This design comes from an exercise in tuning for small area on the open sky130 flow, not from production work. At most, simulation tests tie the RTL to the original design; equivalence was not proved. Power is estimated from default activity; no workload was simulated.

Setup of trial 20:
Design game_top, start of the top module:
module game_top #(
    parameter int TROOP_W = 9
) (
    input  logic               clk_100M,
    input  logic               reset,
    input  logic               key_ready,
    input  logic [2:0]         key_data,
    output logic               key_read_fin,
    input  logic               wb_cyc,
    input  logic               wb_stb,
    input  logic               wb_we,
    input  logic [7:0]         wb_adr,
    input  logic [31:0]        wb_dat_i,
    output logic [31:0]        wb_dat_o,
    output logic               wb_ack
);
    localparam int BOARD_W = 10;    
    localparam int POS_W   = 4;     
    localparam int STEP_W  = 12;    
    localparam int GROWTH_PERIOD_LOG2 = 4;
    localparam logic [POS_W-1:0] RED_CROWN_H  = 4'd2;
    localparam logic [POS_W-1:0] RED_CROWN_V  = 4'd3;
    localparam logic [POS_W-1:0] BLUE_CROWN_H = 4'd8;
    localparam logic [POS_W-1:0] BLUE_CROWN_V = 4'd7;
    localparam logic [1:0] NPC  = 2'd0;
    localparam logic [1:0] RED  = 2'd1;
    localparam logic [1:0] BLUE = 2'd2;
    localparam logic [1:0] TERRITORY = 2'd0;
    localparam logic [1:0] MOUNTAIN  = 2'd1;
    localparam logic [1:0] CROWN     = 2'd2;
    localparam logic [1:0] CITY      = 2'd3;
    localparam logic [2:0] KEY_W     = 3'd0;
    localparam logic [2:0] KEY_A     = 3'd1;
    localparam logic [2:0] KEY_S     = 3'd2;
    localparam logic [2:0] KEY_D     = 3'd3;
    localparam logic [2:0] KEY_SPACE = 3'd4;
    localparam logic [2:0] KEY_Z     = 3'd5;
    localparam logic [2:0] KEY_NONE  = 3'd6;    
  ...
Size in the first run: about 3000 cells after synthesis, about 1100 flip-flops, roughly 83 I/O pins, about 46000 sq um of cells after synthesis.
Settings: LEC_CHECK=0, ABC_AREA=1, CAP_MARGIN=20, CORE_MARGIN=2, CORE_UTILIZATION=60, GPL_TIMING_DRIVEN=0, SLEW_MARGIN=20; clock period 12.0 ns.
standard.sh (not shown) runs the stock make flow with config.mk's settings and CLKGATE_MAP_FILE= SYNTH_SCRIPT=/design/flow/synth_recipe.tcl, a recipe that flattens the netlist after the stock synthesis.
==> flow/flow/run.sh <==
#!/bin/bash
# Own layout flow: the standard flow (standard.sh) with two changes:
#  - synthesis: Yosys's abc pass maps the logic with flow/abc_map.script, an
#    area-oriented mapping, instead of ORFS's abc script (registers untouched);
#  - clock tree: clkbuf_8 buffers, larger sink clusters, no dummy loads.
# Each tool's output is in orfs/logs (ORFS) and flow_make.log here.
set -euo pipefail
W=$(pwd)
cat > "$W/own_synth.tcl" <<EOS
# The standard synthesis (synth_recipe.tcl), with abc's script replaced
proc abc {args} {
  set i [lsearch -exact \$args -script]
  if {\$i >= 0} { lset args [expr {\$i + 1}] {$W/flow/abc_map.script} }
  puts "abc with script $W/flow/abc_map.script"
  yosys abc {*}\$args
}
source {$W/synth_recipe.tcl}
EOS
CTS="-sink_clustering_enable -repair_clock_nets -dont_use_dummy_load"
CTS="$CTS -buf_list sky130_fd_sc_hd__clkbuf_8 -sink_clustering_size 16 -sink_clustering_max_diameter 45"
bash "$W/standard.sh" "SYNTH_SCRIPT=$W/own_synth.tcl" "CTS_ARGS=$CTS" finish > "$W/flow_make.log" 2>&1
==> flow/flow/abc_map.script <==
strash
&get -n
&st
&dc2
&dch
&nf -R 1000
&put
Input-level comparison between build 34 and trial 20:
-- flow/design.v --
<<< trial 20, line 135
    localparam logic [127:0] CITY_TAB  = city_table();
    logic [2:0]         state;
    logic [1:0]         current_player;    
    logic [1:0]         winner;            
    logic [1:0]         cursor_mode;
    logic [3:0]         cursor_h;
>>> build 34, line 135
    localparam logic [127:0] CITY_TAB  = city_table();
    logic [2:0]         state;
    logic [1:0]         current_player;
    logic [1:0]         winner;
    logic [1:0]         cursor_mode;
    logic [3:0]         cursor_h;
<<< trial 20, line 345
    logic [1:0]  next_player;
    logic [2:0]  state_n;
    logic [1:0]  mode_n;
    logic [3:0]  cursor_h_n;
>>> build 34, line 345
    logic [1:0]  next_player;
    logic [2:0]  state_n;
    logic [1:0]  player_n;
    logic [1:0]  winner_n;
    logic [1:0]  mode_n;
    logic [3:0]  cursor_h_n;
<<< trial 20, line 351
    logic [13:0] step_n;
    logic [8:0]  tgt_n;
    assign current_player = (state == READY) ? NPC : (step_cnt[0] ? BLUE : RED);
    assign winner      = (state != GAME_OVER) ? NPC
                       : (cell_own[RED_CROWN_H][RED_CROWN_V] != RED) ? BLUE : RED;
    assign next_player = (current_player == RED) ? BLUE : RED;
    always_comb begin
        state_n    = state;
        mode_n     = cursor_mode;
        cursor_h_n = cursor_h;
>>> build 34, line 353
    logic [13:0] step_n;
    logic [8:0]  tgt_n;
    assign next_player = (current_player == RED) ? BLUE : RED;
    always_comb begin
        state_n    = state;
        player_n   = current_player;
        winner_n   = winner;
        mode_n     = cursor_mode;
        cursor_h_n = cursor_h;
<<< trial 20, line 369
                    state_n    = IN_ROUND;
                    pending_n  = KEY_NONE;
                    mode_n     = CHOOSE;
                    cursor_h_n = RED_CROWN_H;
>>> build 34, line 370
                    state_n    = IN_ROUND;
                    pending_n  = KEY_NONE;
                    player_n   = RED;
                    winner_n   = NPC;
                    mode_n     = CHOOSE;
                    cursor_h_n = RED_CROWN_H;
<<< trial 20, line 393
                CHECK_WIN: begin
                    if (cell_own[RED_CROWN_H][RED_CROWN_V] != RED) begin
                        state_n  = GAME_OVER;
                    end else if (cell_own[BLUE_CROWN_H][BLUE_CROWN_V] != BLUE) begin
                        state_n  = GAME_OVER;
                    end else begin
>>> build 34, line 396
                CHECK_WIN: begin
                    if (cell_own[RED_CROWN_H][RED_CROWN_V] != RED) begin
                        winner_n = BLUE;
                        state_n  = GAME_OVER;
                    end else if (cell_own[BLUE_CROWN_H][BLUE_CROWN_V] != BLUE) begin
                        winner_n = RED;
                        state_n  = GAME_OVER;
                    end else begin
<<< trial 20, line 401
                end
                ROUND_SWITCH: begin
                    mode_n     = CHOOSE;
                    cursor_h_n = (next_player == RED) ? RED_CROWN_H : BLUE_CROWN_H;
>>> build 34, line 406
                end
                ROUND_SWITCH: begin
                    player_n   = next_player;
                    mode_n     = CHOOSE;
                    cursor_h_n = (next_player == RED) ? RED_CROWN_H : BLUE_CROWN_H;
<<< trial 20, line 417
            key_read_fin   <= 1'b0;
            state          <= READY;
            cursor_mode    <= CHOOSE;
            cursor_h       <= '0;
>>> build 34, line 423
            key_read_fin   <= 1'b0;
            state          <= READY;
            current_player <= NPC;
            winner         <= NPC;
            cursor_mode    <= CHOOSE;
            cursor_h       <= '0;
<<< trial 20, line 424
            key_read_fin   <= key_ready;
            state          <= state_n;
            cursor_mode    <= mode_n;
            cursor_h       <= cursor_h_n;
>>> build 34, line 432
            key_read_fin   <= key_ready;
            state          <= state_n;
            current_player <= player_n;
            winner         <= winner_n;
            cursor_mode    <= mode_n;
            cursor_h       <= cursor_h_n;
## What came out
Build 34 went all the way through the flow, and no timing, DRC or antenna check failed. Setup slack: build 34 less than trial 20. Cell area on build 34 is up relative to trial 20. Relative to trial 20, net total in the final layout increased by 52 in build 34. In the tables for trial 20 and build 34, cell leakage power reads higher with build 34. Between trial 20 and build 34, total iterations of the first detailed-routing run is lower for build 34, trial 20 comes in above that.
No functional check of the RTL was part of any run of this note.

game_top, a different RTL version from the one above (not shown whole).
Size in the first run: roughly 2800 cells after synthesis, ~0.045 mm^2 of cells after synthesis.
clock: 12.0 ns
lec_check: 0
abc_area: 1
cap_margin: 20
core_margin: 2
core_utilization: 60
gpl_routability_driven: 0
gpl_timing_driven: 1
place_density: 0.72
setup_slack_margin: 0.15
slew_margin: 20
==> flow/flow/run.sh <==
#!/bin/bash
# Own layout flow: the standard flow (standard.sh) with two changes:
#  - synthesis: Yosys's abc pass maps the logic with flow/abc_map.script, an
#    area-oriented mapping, instead of ORFS's abc script (registers untouched);
#  - clock tree: clkbuf_4 buffers, larger sink clusters, no dummy loads;
#  - port buffers: buf_1 cells (every port still gets its buffer).
# Each tool's output is in orfs/logs (ORFS) and flow_make.log here.
set -euo pipefail
W=$(pwd)
cat > "$W/own_synth.tcl" <<EOS
# The standard synthesis (synth_recipe.tcl), with abc's script replaced
proc abc {args} {
  set i [lsearch -exact \$args -script]
  if {\$i >= 0} { lset args [expr {\$i + 1}] {$W/flow/abc_map.script} }
  puts "abc with script $W/flow/abc_map.script"
  yosys abc {*}\$args
}
source {$W/synth_recipe.tcl}
EOS
# the platform's don't-use cells, and the largest plain buffers
DONT_USE="sky130_fd_sc_hd__probe_p_8 sky130_fd_sc_hd__probec_p_8 sky130_fd_sc_hd__lpflow_bleeder_1 sky130_fd_sc_hd__lpflow_clkbufkapwr_1 sky130_fd_sc_hd__lpflow_clkbufkapwr_16 sky130_fd_sc_hd__lpflow_clkbufkapwr_2 sky130_fd_sc_hd__lpflow_clkbufkapwr_4 sky130_fd_sc_hd__lpflow_clkbufkapwr_8 sky130_fd_sc_hd__lpflow_clkinvkapwr_1 sky130_fd_sc_hd__lpflow_clkinvkapwr_16 sky130_fd_sc_hd__lpflow_clkinvkapwr_2 sky130_fd_sc_hd__lpflow_clkinvkapwr_4 sky130_fd_sc_hd__lpflow_clkinvkapwr_8 sky130_fd_sc_hd__lpflow_decapkapwr_12 sky130_fd_sc_hd__lpflow_decapkapwr_3 sky130_fd_sc_hd__lpflow_decapkapwr_4 sky130_fd_sc_hd__lpflow_decapkapwr_6 sky130_fd_sc_hd__lpflow_decapkapwr_8 sky130_fd_sc_hd__lpflow_inputiso0n_1 sky130_fd_sc_hd__lpflow_inputiso0p_1 sky130_fd_sc_hd__lpflow_inputiso1n_1 sky130_fd_sc_hd__lpflow_inputiso1p_1 sky130_fd_sc_hd__lpflow_inputisolatch_1 sky130_fd_sc_hd__lpflow_isobufsrc_1 sky130_fd_sc_hd__lpflow_isobufsrc_16 sky130_fd_sc_hd__lpflow_isobufsrc_2 sky130_fd_sc_hd__lpflow_isobufsrc_4 sky130_fd_sc_hd__lpflow_isobufsrc_8 sky130_fd_sc_hd__lpflow_isobufsrckapwr_16 sky130_fd_sc_hd__lpflow_lsbuf_lh_hl_isowell_tap_1 sky130_fd_sc_hd__lpflow_lsbuf_lh_hl_isowell_tap_2 sky130_fd_sc_hd__lpflow_lsbuf_lh_hl_isowell_tap_4 sky130_fd_sc_hd__lpflow_lsbuf_lh_isowell_4 sky130_fd_sc_hd__lpflow_lsbuf_lh_isowell_tap_1 sky130_fd_sc_hd__lpflow_lsbuf_lh_isowell_tap_2 sky130_fd_sc_hd__lpflow_lsbuf_lh_isowell_tap_4 sky130_fd_sc_hd__buf_12 sky130_fd_sc_hd__buf_16"
CTS="-sink_clustering_enable -repair_clock_nets -dont_use_dummy_load"
CTS="$CTS -buf_list sky130_fd_sc_hd__clkbuf_4 -sink_clustering_size 10 -sink_clustering_max_diameter 35"
bash "$W/standard.sh" "SYNTH_SCRIPT=$W/own_synth.tcl" "CTS_ARGS=$CTS" \
  "BUFFER_PORTS_ARGS=-buffer_cell sky130_fd_sc_hd__buf_1" "DONT_USE_CELLS=$DONT_USE" finish > "$W/flow_make.log" 2>&1
Scripts as last shown in full above: flow/flow/abc_map.script
Then changed:
--- a/flow/design.v
+++ b/flow/design.v
@@ -450,41 +450,36 @@
         if (wb_adr == 8'd1) begin
             rd_data[2:0]   = state;
             rd_data[5:4]   = current_player;
             rd_data[7:6]   = winner;
             rd_data[9:8]   = cursor_mode;
             rd_data[19:16] = cursor_h;
             rd_data[23:20] = cursor_v;
         end else if (cell_hit) begin
             rd_data[TROOP_W-1:0] = host_troop;
             rd_data[17:16]       = loaded ? PIECE_TAB[2*wb_idx +: 2] : TERRITORY;
             rd_data[25:24]       = loaded ? port_own : NPC;
-            if (req && need_port) {rd_data[9], rd_data[23:18]} = wb_idx;
         end
     end
     always_ff @(posedge clk_100M or posedge reset) begin
         if (reset) begin
             wb_ack <= 1'b0;
             start  <= 1'b0;
         end else begin
             wb_ack <= req;
             start  <= req && wb_we && wb_adr == 8'd0 && wb_dat_i[0];
         end
     end
     always_ff @(posedge clk_100M) begin
         dat_q        <= rd_data;
         defer_q      <= req && need_port && cell_hit;
+        hq_idx       <= wb_idx;
         undo_hit_q   <= wb_idx == tgt_idx;
     end
-    assign hq_idx = {dat_q[9], dat_q[23:18]};
     always_comb begin
         wb_dat_o = dat_q;
-        if (defer_q) begin
-            wb_dat_o[9]     = 1'b0;
-            wb_dat_o[23:18] = '0;
-        end
         if (defer_q && !undo_hit_q) begin
             wb_dat_o[TROOP_W-1:0] = port_abs;
             wb_dat_o[25:24]       = port_own;
         end
     end
 endmodule
After rerunning: Final area goes up by 0.82%; die area goes up by 0.54%; power goes down by 1.4%; worst setup slack loses 0.15 ns; wire length goes down by 0.40%; synthesized cell count goes up by 1.4%; cell count goes up by 1.8%.

==> separate check: timing with driven ports <==
No port has a modelled driver above. Below, the same layouts with a new extraction and two added sets of constraints.
Step 1 (the two cells are an assumption about what drives the block):
set clk [get_ports {clk_100M}]
set_driving_cell -lib_cell sky130_fd_sc_hd__clkbuf_16 $clk
set_driving_cell -lib_cell sky130_fd_sc_hd__buf_2 [delete_from_list [all_inputs] $clk]
Step 2 times the ports against the registers' clock, not the clock port: input delays grow and output delays shrink by t, the midpoint of the rising clock arrivals with the driver on.
a / b / c = ideal ports / drivers / drivers and shift; a / b = the first two.
| run | t, ns | setup WS [ns] | worst data-port slew with drivers (ns) |
|---|---|---|---|
| trial 20 | 0.780 | 0.396 / 0.372 / 0.152 | 0.05 |
| build 34 | 0.800 | 0.240 / 0.209 / -0.245 | 0.04 |
| the first run of note 2 | 1.081 | 0.564 / 0.540 / 0.226 | 0.04 |
| the second run of note 2 | 1.117 | 0.410 / 0.382 / 0.313 | 0.04 |
Met with ideal ports but missed after step 2: setup timing in build 34. For build 34, which loses most, drivers alone change the setup slack by -0.031 ns; drivers and shift together by -0.485 ns.
